What follows belongs to an exercise in optimizing a design on an open flow for small area, a short achievable clock period and few clock cycles per item; a production flow would make more cautious choices. The RTL was checked by simulation tests, not by an equivalence proof against the original design. Power figures rest on the tool's default switching activity, not on a simulated workload.

// low_band_energy_beat_detector_core
module low_band_energy_beat_detector_core
(
	input  logic                 clk,
	input  logic                 arst_n,
	input  logic                 cfg_we,
	input  logic [lbed_pkg::CFG_IDX_W-1:0] cfg_index,
	input  logic [lbed_pkg::CFG_W-1:0]     cfg_wdata,
	input  logic                 s_tvalid,
	output logic                 s_tready,
	input  logic [63:0]          s_tdata,    
	input  logic                 s_tlast,    
	output logic                 m_tvalid,
	input  logic                 m_tready,
	output logic [23:0]          m_tdata,    
	output logic                 m_tuser     
);
For scale: ~2300 cells after synthesis, ~120 I/O pins, roughly 0.025 sq mm of cells after synthesis.
clock: 9.0 ns
lec_check: 0
cap_margin: 5
core_margin: 2
core_utilization: 55
cts_buf_list: sky130_fd_sc_hd__clkbuf_8 sky130_fd_sc_hd__clkbuf_16
cts_cluster_diameter: 60
cts_cluster_size: 24
place_density: 0.7
slew_margin: 5
standard.sh (not shown) runs the stock make flow with config.mk's settings and CLKGATE_MAP_FILE= SYNTH_SCRIPT=/design/flow/synth_recipe.tcl, a recipe that flattens the netlist after the stock synthesis.
==> flow/flow/run.sh <==
#!/bin/bash
# Standard layout (the standard.sh, unchanged synthesis) with two changes: a larger setup
# repair margin, so that repair_timing works the paths down to about 3.1 ns, and the smallest
# plain buffer (buf_1) for the port buffers that global placement puts on every input and
# output. All of make's output (every ORFS step, OpenROAD and Yosys) goes to flow_make.log
# here; ORFS also keeps its per-step logs under orfs/logs.
set -euo pipefail
bash standard.sh "BUFFER_PORTS_ARGS=-buffer_cell sky130_fd_sc_hd__buf_1" SETUP_SLACK_MARGIN=5.9 finish > flow_make.log 2>&1
Testbench counts at the start, summed over its fixed seeds: cycles 69,432, items 68,461.
==> next run, changes <==
==> flow/flow/run.sh (replaced) <==
#!/bin/bash
# Standard layout (the standard.sh, unchanged synthesis) with two changes: a larger setup
# repair margin, so that repair_timing works the paths down to about 2.8 ns, and the smallest
# plain buffer (buf_1) for the port buffers that global placement puts on every input and
# output. All of make's output (every ORFS step, OpenROAD and Yosys) goes to flow_make.log
# here; ORFS also keeps its per-step logs under orfs/logs.
set -euo pipefail
bash standard.sh "BUFFER_PORTS_ARGS=-buffer_cell sky130_fd_sc_hd__buf_1" SETUP_SLACK_MARGIN=6.2 finish > flow_make.log 2>&1
Settings changed: CTS_BUF_LIST sky130_fd_sc_hd__clkbuf_8 sky130_fd_sc_hd__clkbuf_16 to not set, CTS_CLUSTER_DIAMETER 60 to 80, CTS_CLUSTER_SIZE 24 to 30.
Result: Clock-buffer cell count decreases by 18. Final area went up by a few percent. Worst setup slack gains 51 ps. Combinational power went up by roughly a tenth. Clock skew climbs by 3.2 ps. Wire length rose by a few percent.
==> next run, changes <==
==> flow/flow/run.sh (replaced) <==
#!/bin/bash
# Standard layout (the standard.sh, unchanged synthesis) with two changes: a larger setup
# repair margin, so that repair_timing works the paths down to about 3.1 ns, and the smallest
# plain buffer (buf_1) for the port buffers that global placement puts on every input and
# output. All of make's output (every ORFS step, OpenROAD and Yosys) goes to flow_make.log
# here; ORFS also keeps its per-step logs under orfs/logs.
set -euo pipefail
bash standard.sh "BUFFER_PORTS_ARGS=-buffer_cell sky130_fd_sc_hd__buf_1" SETUP_SLACK_MARGIN=5.9 finish > flow_make.log 2>&1
Settings changed: CAP_MARGIN 5 to 20, SLEW_MARGIN 5 to 20, TNS_END_PERCENT set to 5.
The changed run ran to the end with no violations.
Utilization is lower by 3.4 points.
Routed wire length is lower by 5.6%.
Power is lower by about 5%.
Sequential share of layout area is higher by 2.3 points.
Register-to-register slack loses 100 ps.
Critical path depth is lower by 2.
==> next run, changes <==
Settings changed: CORE_UTILIZATION 55 to 68, PLACE_DENSITY 0.7 to 0.8, TNS_END_PERCENT 5 to not set.
What happened:
- total power came out lower by 1.7%
- core utilization came out higher by 14 points
- design area came out lower by 0.77%
- wire length came out higher by about 0.6%
- hold slack gets worse by 31 ps
- via count came out higher by 1.3%
- area after synthesis stays the same
- non-clock buffer count came out higher by 10
- first-iteration DRC count came out lower by 1.8%
==> next run, changes <==
Settings changed: CORE_UTILIZATION 68 to 55, PLACE_DENSITY 0.8 to 0.7.
Critical path depth is unchanged.
Total power increases by a few percent.
Sequential power stays flat.

## indigo
Another version of the RTL of low_band_energy_beat_detector_core (not shown whole).
Size in the first run: ~2400 cells after synthesis, ~480 flip-flops.
Settings: LEC_CHECK=0, CAP_MARGIN=20, CORE_MARGIN=2, CORE_UTILIZATION=40, CTS_CLUSTER_DIAMETER=80, CTS_CLUSTER_SIZE=30, PLACE_DENSITY=0.6, SLEW_MARGIN=20; clock period 9.0 ns.
==> flow/flow/run.sh <==
#!/bin/bash
# Standard layout (the standard.sh, unchanged synthesis) with two changes: a larger setup
# repair margin, so that repair_timing works the paths down to about 3.1 ns, and the smallest
# plain buffer (buf_1) for the port buffers that global placement puts on every input and
# output. All of make's output (every ORFS step, OpenROAD and Yosys) goes to flow_make.log
# here; ORFS also keeps its per-step logs under orfs/logs.
set -euo pipefail
bash standard.sh "BUFFER_PORTS_ARGS=-buffer_cell sky130_fd_sc_hd__buf_1" SETUP_SLACK_MARGIN=5.9 finish > flow_make.log 2>&1
Testbench counts of indigo, summed over its fixed seeds: cycles 70,210, items 68,461.
> inputs changed (indigo -> garnet)
==> flow/flow/run.sh <==
#!/bin/bash
# Standard layout (the standard.sh, unchanged synthesis) with a larger setup repair margin,
# so that repair_timing works the paths down to about 3.1 ns. All of make's output (every ORFS
# step, OpenROAD and Yosys) goes to flow_make.log here; ORFS also keeps its per-step logs under
# orfs/logs.
set -euo pipefail
bash standard.sh SETUP_SLACK_MARGIN=5.9 finish > flow_make.log 2>&1
diff --git a/flow/config.mk b/flow/config.mk
--- a/flow/config.mk
+++ b/flow/config.mk
@@ -11,2 +10,0 @@
-export CTS_CLUSTER_DIAMETER = 80
-export CTS_CLUSTER_SIZE = 30
==> comparison <==
The final layouts of indigo and garnet pass the timing, DRC and antenna checks.
Compare indigo and garnet | total global routing track utilization lower: indigo
Max highest achievable clock rate across indigo and garnet: indigo
indigo -> garnet: first-pass detailed-route iteration total delta 0, exact match
garnet -> indigo: detailed-route DRC error count delta 0, exact match

Another version of the RTL of low_band_energy_beat_detector_core (not shown whole).
For scale: ~2800 cells after synthesis, ~430 flip-flops, roughly 0.027 mm^2 of cells after synthesis.
Settings: LEC_CHECK=0, CAP_MARGIN=20, CORE_MARGIN=2, CORE_UTILIZATION=40, PLACE_DENSITY=0.6, SETUP_SLACK_MARGIN=5, SLEW_MARGIN=20; clock period 9.0 ns.
run.sh (not shown) runs the stock make flow with config.mk's settings and CLKGATE_MAP_FILE= SYNTH_SCRIPT=/design/flow/synth_recipe.tcl, a recipe that flattens the netlist after the stock synthesis.
Stock flow here: none of the scripts above is used.
Testbench counts at the start, summed over its fixed seeds: cycles 70,078, items 68,461.
Change:
SETUP_SLACK_MARGIN = unset   (was 5)
Result:
- synthesized cell count does not change
- worst hold slack is better by 0.0084 ns
- total power drops by 3.0%
- wire length came out lower by 1.6%
- die area stays the same
- final area decreases by 2.0%
- worst setup slack gets worse by 0.89 ns

Another version of the RTL of low_band_energy_beat_detector_core (not shown whole).
For scale: roughly 2300 cells after synthesis, roughly 510 flip-flops, about 120 I/O pins.
export LEC_CHECK = 0
export CAP_MARGIN = 20
export CORE_MARGIN = 2
export CORE_UTILIZATION = 55
export CTS_CLUSTER_DIAMETER = 80
export CTS_CLUSTER_SIZE = 30
export PLACE_DENSITY = 0.7
export SLEW_MARGIN = 20
create_clock -name core_clock -period 9.0 [get_ports {clk}]
standard.sh (not shown) runs the stock make flow with config.mk's settings and CLKGATE_MAP_FILE= SYNTH_SCRIPT=/design/flow/synth_recipe.tcl, a recipe that flattens the netlist after the stock synthesis.
==> flow/flow/run.sh <==
#!/bin/bash
# Standard layout (the standard.sh, unchanged synthesis) with two changes: a larger setup
# repair margin, so that repair_timing works the paths down to about 3.25 ns, and the smallest
# plain buffer (buf_1) for the port buffers that global placement puts on every input and
# output. All of make's output (every ORFS step, OpenROAD and Yosys) goes to flow_make.log
# here; ORFS also keeps its per-step logs under orfs/logs.
set -euo pipefail
bash standard.sh "BUFFER_PORTS_ARGS=-buffer_cell sky130_fd_sc_hd__buf_1" SETUP_SLACK_MARGIN=5.75 finish > flow_make.log 2>&1
The starting point finished clean.
Testbench counts at the start, summed over its fixed seeds: cycles 70,286, items 68,461.
Edit:
==> flow/flow/run.sh (replaced) <==
#!/bin/bash
# Standard layout (the standard.sh, unchanged synthesis) with two changes: a larger setup
# repair margin, so that repair_timing works the paths down to about 3.1 ns, and the smallest
# plain buffer (buf_1) for the port buffers that global placement puts on every input and
# output. All of make's output (every ORFS step, OpenROAD and Yosys) goes to flow_make.log
# here; ORFS also keeps its per-step logs under orfs/logs.
set -euo pipefail
bash standard.sh "BUFFER_PORTS_ARGS=-buffer_cell sky130_fd_sc_hd__buf_1" SETUP_SLACK_MARGIN=5.9 finish > flow_make.log 2>&1
The changed run ran to the end with no violations.
Worst hold slack improves by 0.027 ns.
Die area stays the same.
Utilization is higher by 0.45 points.
Global-route usage drops by 0.15 points.
Power came out higher slightly.
Cell area goes up slightly.
Clock skew shrinks by 0.013 ns.

Setup of the reference run:
low_band_energy_beat_detector_core, a different RTL version from the one above (not shown whole).
For scale: about 2400 cells after synthesis, roughly 510 flip-flops, ~0.025 sq mm of cells after synthesis.
clock: 9.0 ns
lec_check: 0
cap_margin: 20
core_margin: 2
core_utilization: 55
cts_cluster_diameter: 80
cts_cluster_size: 30
place_density: 0.7
slew_margin: 20
==> flow/flow/run.sh <==
#!/bin/bash
# Standard layout (the standard.sh, unchanged synthesis) with two changes: a larger setup
# repair margin, so that repair_timing works the paths down to about 3.1 ns, and the smallest
# plain buffer (buf_1) for the port buffers that global placement puts on every input and
# output. All of make's output (every ORFS step, OpenROAD and Yosys) goes to flow_make.log
# here; ORFS also keeps its per-step logs under orfs/logs.
set -euo pipefail
bash standard.sh "BUFFER_PORTS_ARGS=-buffer_cell sky130_fd_sc_hd__buf_1" SETUP_SLACK_MARGIN=5.9 finish > flow_make.log 2>&1
Testbench counts of the reference run, summed over its fixed seeds: cycles 69,432, items 68,461.
Input-level comparison between the trial run and the reference run:
Settings: PLACE_DENSITY now 0.8, was 0.7; CORE_UTILIZATION now 68, was 55.
## What came out
Routed wirelength normalized by instance count went up by a little under 10% going from the reference run to the trial run.
From the reference run to the trial run the numbers moved as follows: final cell count without fillers saw a decrease, share of total power in sequential cells has decreased, critical path depth now sits lower, end-of-flow core utilization increased by 15 points relative to the old numbers.
Between the trial run and the reference run, non-clock buffer count is higher for the trial run, the reference run comes in under that.
Finished layout cell area essentially unchanged between the reference run and the trial run.
Required time reported for the critical path endpoint | the trial run below the reference run

-- static timing again, ports no longer ideal --
No port has a modelled driver above. Below, the same layouts with a new extraction and two added sets of constraints. Step 1 assumes that a clkbuf_16 drives the clock port and a buf_2 every other input. Step 2 times the ports against the registers' clock, not the clock port: input delays grow and output delays shrink by t, the midpoint of the rising clock arrivals with the driver on. a / b / c = no drivers / after step 1 / after step 2; a / b = the first two.
run | shift t [ns] | setup WS [ns] | cell pins on the clock port's net
the first run of note 1 | 0.647 | 5.829 / 5.829 / 5.445 | 1
the second run of note 1 | 0.658 | 5.880 / 5.835 / 5.529 | 1
the third run of note 1 | 0.665 | 5.777 / 5.777 / 5.300 | 1
the fourth run of note 1 | 0.637 | 5.778 / 5.778 / 5.316 | 1
the fifth run of note 1 | 0.659 | 5.835 / 5.823 / 5.403 | 1
indigo | 0.679 | 5.534 / 5.549 / 4.886 | 1
garnet | 0.653 | 5.466 / 5.492 / 4.840 | 1
the first run of note 3 | 0.653 | 4.975 / 4.961 / 4.417 | 1
the second run of note 3 | 0.662 | 4.081 / 4.024 / 3.955 | 1
the first run of note 4 | 0.646 | 5.374 / 5.374 / 5.238 | 1
the second run of note 4 | 0.659 | 5.433 / 5.433 / 5.343 | 1
the reference run | 0.654 | 5.730 / 5.730 / 5.423 | 1
the trial run | 0.633 | 5.795 / 5.795 / 5.357 | 1
After both steps setup and hold are still met in every run listed. The setup slack of indigo, which loses most, moves by +0.015 ns with the drivers and by -0.648 ns with both steps.
